Context: an optimization exercise on an open-source flow, tuned for small area and a short achievable clock period. The choices shown serve that exercise and are no tape-out recipe.
Only simulation tests tie the RTL to the original design; equivalence was not proved.

## instr_mem_sync
module instr_mem_sync (
  input  logic        clk,
  input  logic        reset,
  input  logic        fetch_req,
  input  logic [31:0] fetch_addr,
  output logic        fetch_ready,
  output logic        fetch_valid,
  output logic [31:0] fetch_instr,
  output logic        fetch_fault,
  input  logic        prog_we,
  input  logic [5:0]  prog_addr,
  input  logic [31:0] prog_data,
  output logic        busy
);
Size in the first run: ~3700 cells after synthesis, roughly 2100 flip-flops, ~110 I/O pins.
==> module instr_mem_sync, before the edit <==
module instr_mem_sync (
  input  logic        clk,
  input  logic        reset,
  input  logic        fetch_req,
  input  logic [31:0] fetch_addr,
  output logic        fetch_ready,
  output logic        fetch_valid,
  output logic [31:0] fetch_instr,
  output logic        fetch_fault,
  input  logic        prog_we,
  input  logic [5:0]  prog_addr,
  input  logic [31:0] prog_data,
  output logic        busy
);
  localparam logic [31:0] FILL_WORD = 32'h00000013;
  logic          busy_q, busy_out_q, ready_out_q;
  logic [5:0]    clr_cnt_q;
  logic          fetch_valid_q, fetch_fault_q;
  logic [31:0]   fetch_instr_q;
  logic [2047:0] mem_q;
  always_ff @(posedge clk) begin
    if (reset) begin
      busy_q    <= 1'b1;
      clr_cnt_q <= '0;
    end else if (busy_q) begin
      clr_cnt_q <= clr_cnt_q + 1'b1;
      if (&clr_cnt_q) busy_q <= 1'b0;
    end
  end
  always_ff @(posedge clk) begin
    busy_out_q  <= reset | (busy_out_q & ~(&clr_cnt_q));
    ready_out_q <= ~reset & (ready_out_q | (&clr_cnt_q));
  end
  logic [31:0] wr_data;
  logic [7:0]  wr_lo, wr_hi;
  logic [63:0] wr_en [2];
  assign wr_data = busy_q ? FILL_WORD : prog_data;
  always_comb
    for (int k = 0; k < 8; k++) begin
      wr_lo[k] = busy_q | (prog_we & (prog_addr[2:0] == k[2:0]));
      wr_hi[k] = busy_q | (prog_addr[5:3] == k[2:0]);
    end
  for (genvar i = 0; i < 64; i++) begin : g_word
    for (genvar h = 0; h < 2; h++) begin : g_half
      imem_and2 u_we (.a(wr_lo[i % 8]), .b(wr_hi[i / 8]), .y(wr_en[h][i]));
      always_ff @(posedge clk) begin
        if (wr_en[h][i]) mem_q[32*i + 16*h +: 16] <= wr_data[16*h +: 16];
      end
    end
  end
  logic        accept, fault, f;
  logic [63:0] sel [4];
  logic [31:0] rd_data;
  assign accept = fetch_req & ~busy_q;
  assign fault  = (|fetch_addr[1:0]) | (|fetch_addr[31:8]);
  assign f      = fault | reset;    
  logic [5:0] a_n;
  for (genvar k = 0; k < 6; k++) begin : g_ainv
    imem_inv u_inv (.a(fetch_addr[2+k]), .y(a_n[k]));
  end
  for (genvar c = 0; c < 4; c++) begin : g_selc
    logic [7:0] lo_n, hi_n;
    for (genvar k = 0; k < 8; k++) begin : g_pre
      imem_nand3 u_lo (.a(k[0] ? fetch_addr[2] : a_n[0]), .b(k[1] ? fetch_addr[3] : a_n[1]),
                       .c(k[2] ? fetch_addr[4] : a_n[2]), .y(lo_n[k]));
      imem_nand3 u_hi (.a(k[0] ? fetch_addr[5] : a_n[3]), .b(k[1] ? fetch_addr[6] : a_n[4]),
                       .c(k[2] ? fetch_addr[7] : a_n[5]), .y(hi_n[k]));
    end
    for (genvar w = 0; w < 64; w++) begin : g_sel
      imem_nor2 u_sel (.a(lo_n[w % 8]), .b(hi_n[w / 8]), .y(sel[c][w]));
    end
  end
  for (genvar b = 0; b < 32; b++) begin : g_rd
    logic [63:0] col;
    for (genvar i = 0; i < 64; i++) begin : g_col
      assign col[i] = mem_q[32*i + b];
    end
    imem_rd_bit #(.FILL(FILL_WORD[b])) u_rd (.sel(sel[b / 8]), .d(col), .f(f), .y(rd_data[b]));
  end
  always_ff @(posedge clk) begin
    if (reset) begin
      fetch_valid_q <= 1'b0;
      fetch_fault_q <= 1'b0;
    end else begin
      fetch_valid_q <= accept;
      fetch_fault_q <= accept & fault;
    end
    if (reset | accept) fetch_instr_q <= rd_data;
  end
  assign fetch_ready = ready_out_q;
  assign busy        = busy_out_q;
  assign fetch_valid = fetch_valid_q;
  assign fetch_fault = fetch_fault_q;
  assign fetch_instr = fetch_instr_q;
endmodule
==> module imem_and2, before the edit <==
module imem_and2 (
  input  logic a, b,
  output logic y
);
  assign y = a & b;
endmodule
export LEC_CHECK = 0
export CAP_MARGIN = 20
export CORE_AREA = 2.3 2.72 471.5 266.56
export CTS_BUF_LIST = sky130_fd_sc_hd__clkbuf_16
export CTS_CLUSTER_DIAMETER = 100
export CTS_CLUSTER_SIZE = 20
export DIE_AREA = 0 0 473.8 269.28
export SETUP_SLACK_MARGIN = 1.8
export SLEW_MARGIN = 20
export SYNTH_HIERARCHICAL = 1
export TNS_END_PERCENT = 20
create_clock -name core_clock -period 4.0 [get_ports {clk}]
standard.sh (not shown) runs the stock make flow with config.mk's settings and CLKGATE_MAP_FILE= SYNTH_SCRIPT=/design/flow/synth_recipe.tcl, a recipe that flattens the netlist after the stock synthesis.
==> flow/flow/run.sh <==
#!/bin/bash
# Layout flow: the standard flow (standard.sh), with the 64x32 memory flip-flops placed as a
# regular array before global placement (pre_gpl.tcl) and released again after it (post_gpl.tcl),
# and the pins placed in regions that match that array (pre_iop.tcl).
# Port buffers are buf_4 rather than the default pick (a slow delay buffer), and the resizer may
# swap a cell for any cell of the same function (MATCH_CELL_FOOTPRINT=0).
# Everything else -- synthesis, floorplan, power grid, CTS, routing -- is the standard flow.
# make's output goes to standard.log; each ORFS step keeps its own log under orfs/logs/.
set -euo pipefail
here=$(pwd)
export PRE_GLOBAL_PLACE_TCL=$here/flow/pre_gpl.tcl
export POST_GLOBAL_PLACE_TCL=$here/flow/post_gpl.tcl
export PRE_IO_PLACEMENT_TCL=$here/flow/pre_iop.tcl
export BUFFER_PORTS_ARGS="-buffer_cell sky130_fd_sc_hd__buf_4"
bash standard.sh MATCH_CELL_FOOTPRINT=0 finish > standard.log 2>&1
Other scripts of this flow, unchanged in this note and not shown: flow/flow/post_gpl.tcl, flow/flow/pre_gpl.tcl, flow/flow/pre_iop.tcl
The first run finished clean.
==> next run, changes <==
--- a/flow/design.v
+++ b/flow/design.v
@@ -31,22 +31,13 @@
     busy_out_q  <= reset | (busy_out_q & ~(&clr_cnt_q));
     ready_out_q <= ~reset & (ready_out_q | (&clr_cnt_q));
   end
   logic [31:0] wr_data;
-  logic [7:0]  wr_lo, wr_hi;
-  logic [63:0] wr_en [2];
   assign wr_data = busy_q ? FILL_WORD : prog_data;
-  always_comb
-    for (int k = 0; k < 8; k++) begin
-      wr_lo[k] = busy_q | (prog_we & (prog_addr[2:0] == k[2:0]));
-      wr_hi[k] = busy_q | (prog_addr[5:3] == k[2:0]);
-    end
   for (genvar i = 0; i < 64; i++) begin : g_word
-    for (genvar h = 0; h < 2; h++) begin : g_half
-      imem_and2 u_we (.a(wr_lo[i % 8]), .b(wr_hi[i / 8]), .y(wr_en[h][i]));
-      always_ff @(posedge clk) begin
-        if (wr_en[h][i]) mem_q[32*i + 16*h +: 16] <= wr_data[16*h +: 16];
-      end
+    always_ff @(posedge clk) begin
+      if (busy_q | (prog_we & (prog_addr == i[5:0])))
+        mem_q[32*i +: 32] <= wr_data;
     end
   end
   logic        accept, fault, f;
   logic [63:0] sel [4];
@@ -54,19 +45,19 @@
   assign accept = fetch_req & ~busy_q;
   assign fault  = (|fetch_addr[1:0]) | (|fetch_addr[31:8]);
   assign f      = fault | reset;    
   logic [5:0] a_n;
+  logic [7:0] lo_n, hi_n;
   for (genvar k = 0; k < 6; k++) begin : g_ainv
     imem_inv u_inv (.a(fetch_addr[2+k]), .y(a_n[k]));
   end
+  for (genvar k = 0; k < 8; k++) begin : g_pre
+    imem_nand3 u_lo (.a(k[0] ? fetch_addr[2] : a_n[0]), .b(k[1] ? fetch_addr[3] : a_n[1]),
+                     .c(k[2] ? fetch_addr[4] : a_n[2]), .y(lo_n[k]));
+    imem_nand3 u_hi (.a(k[0] ? fetch_addr[5] : a_n[3]), .b(k[1] ? fetch_addr[6] : a_n[4]),
+                     .c(k[2] ? fetch_addr[7] : a_n[5]), .y(hi_n[k]));
+  end
   for (genvar c = 0; c < 4; c++) begin : g_selc
-    logic [7:0] lo_n, hi_n;
-    for (genvar k = 0; k < 8; k++) begin : g_pre
-      imem_nand3 u_lo (.a(k[0] ? fetch_addr[2] : a_n[0]), .b(k[1] ? fetch_addr[3] : a_n[1]),
-                       .c(k[2] ? fetch_addr[4] : a_n[2]), .y(lo_n[k]));
-      imem_nand3 u_hi (.a(k[0] ? fetch_addr[5] : a_n[3]), .b(k[1] ? fetch_addr[6] : a_n[4]),
-                       .c(k[2] ? fetch_addr[7] : a_n[5]), .y(hi_n[k]));
-    end
     for (genvar w = 0; w < 64; w++) begin : g_sel
       imem_nor2 u_sel (.a(lo_n[w % 8]), .b(hi_n[w / 8]), .y(sel[c][w]));
     end
   end
@@ -153,10 +144,4 @@
   output logic y
 );
   assign y = ~(a | b);
 endmodule
-module imem_and2 (
-  input  logic a, b,
-  output logic y
-);
-  assign y = a & b;
-endmodule
What happened:
- synthesized area is lower by about 0.7%
- worst setup slack degrades by 19 ps
- maximum frequency decreases by 0.80%
- via count goes up by 1.9%
- wire length came out higher by about 10%
- design area increases by 1.2%
- register-to-register slack improved by 110 ps
- first-iteration DRC count came out higher by 8.2%

## what the ideal ports hide
The results above use ideal ports. As a check the final layouts listed here were re-extracted and re-timed, cells and wires unchanged. Step 1, drivers: a clkbuf_16 drives clk and a buf_2 each remaining input, both assumed. Step 2 times the ports against the registers' clock, not the clock port: input delays grow and output delays shrink by t, the midpoint of the rising clock arrivals with the driver on. Three values: no drivers, after step 1, after step 2; two values: the first two.
run	shift t [ns]	setup slack, ns	hold WS [ns]
the first run	0.788	1.584 / 1.560 / 0.772	0.316 / 0.308 / 0.457
the second run	0.790	1.565 / 1.549 / 0.759	0.304 / 0.285 / 0.457
After both steps setup and hold are still met in every run listed. The setup slack of the first run, which loses most, moves by -0.024 ns with the drivers and by -0.812 ns with both steps.
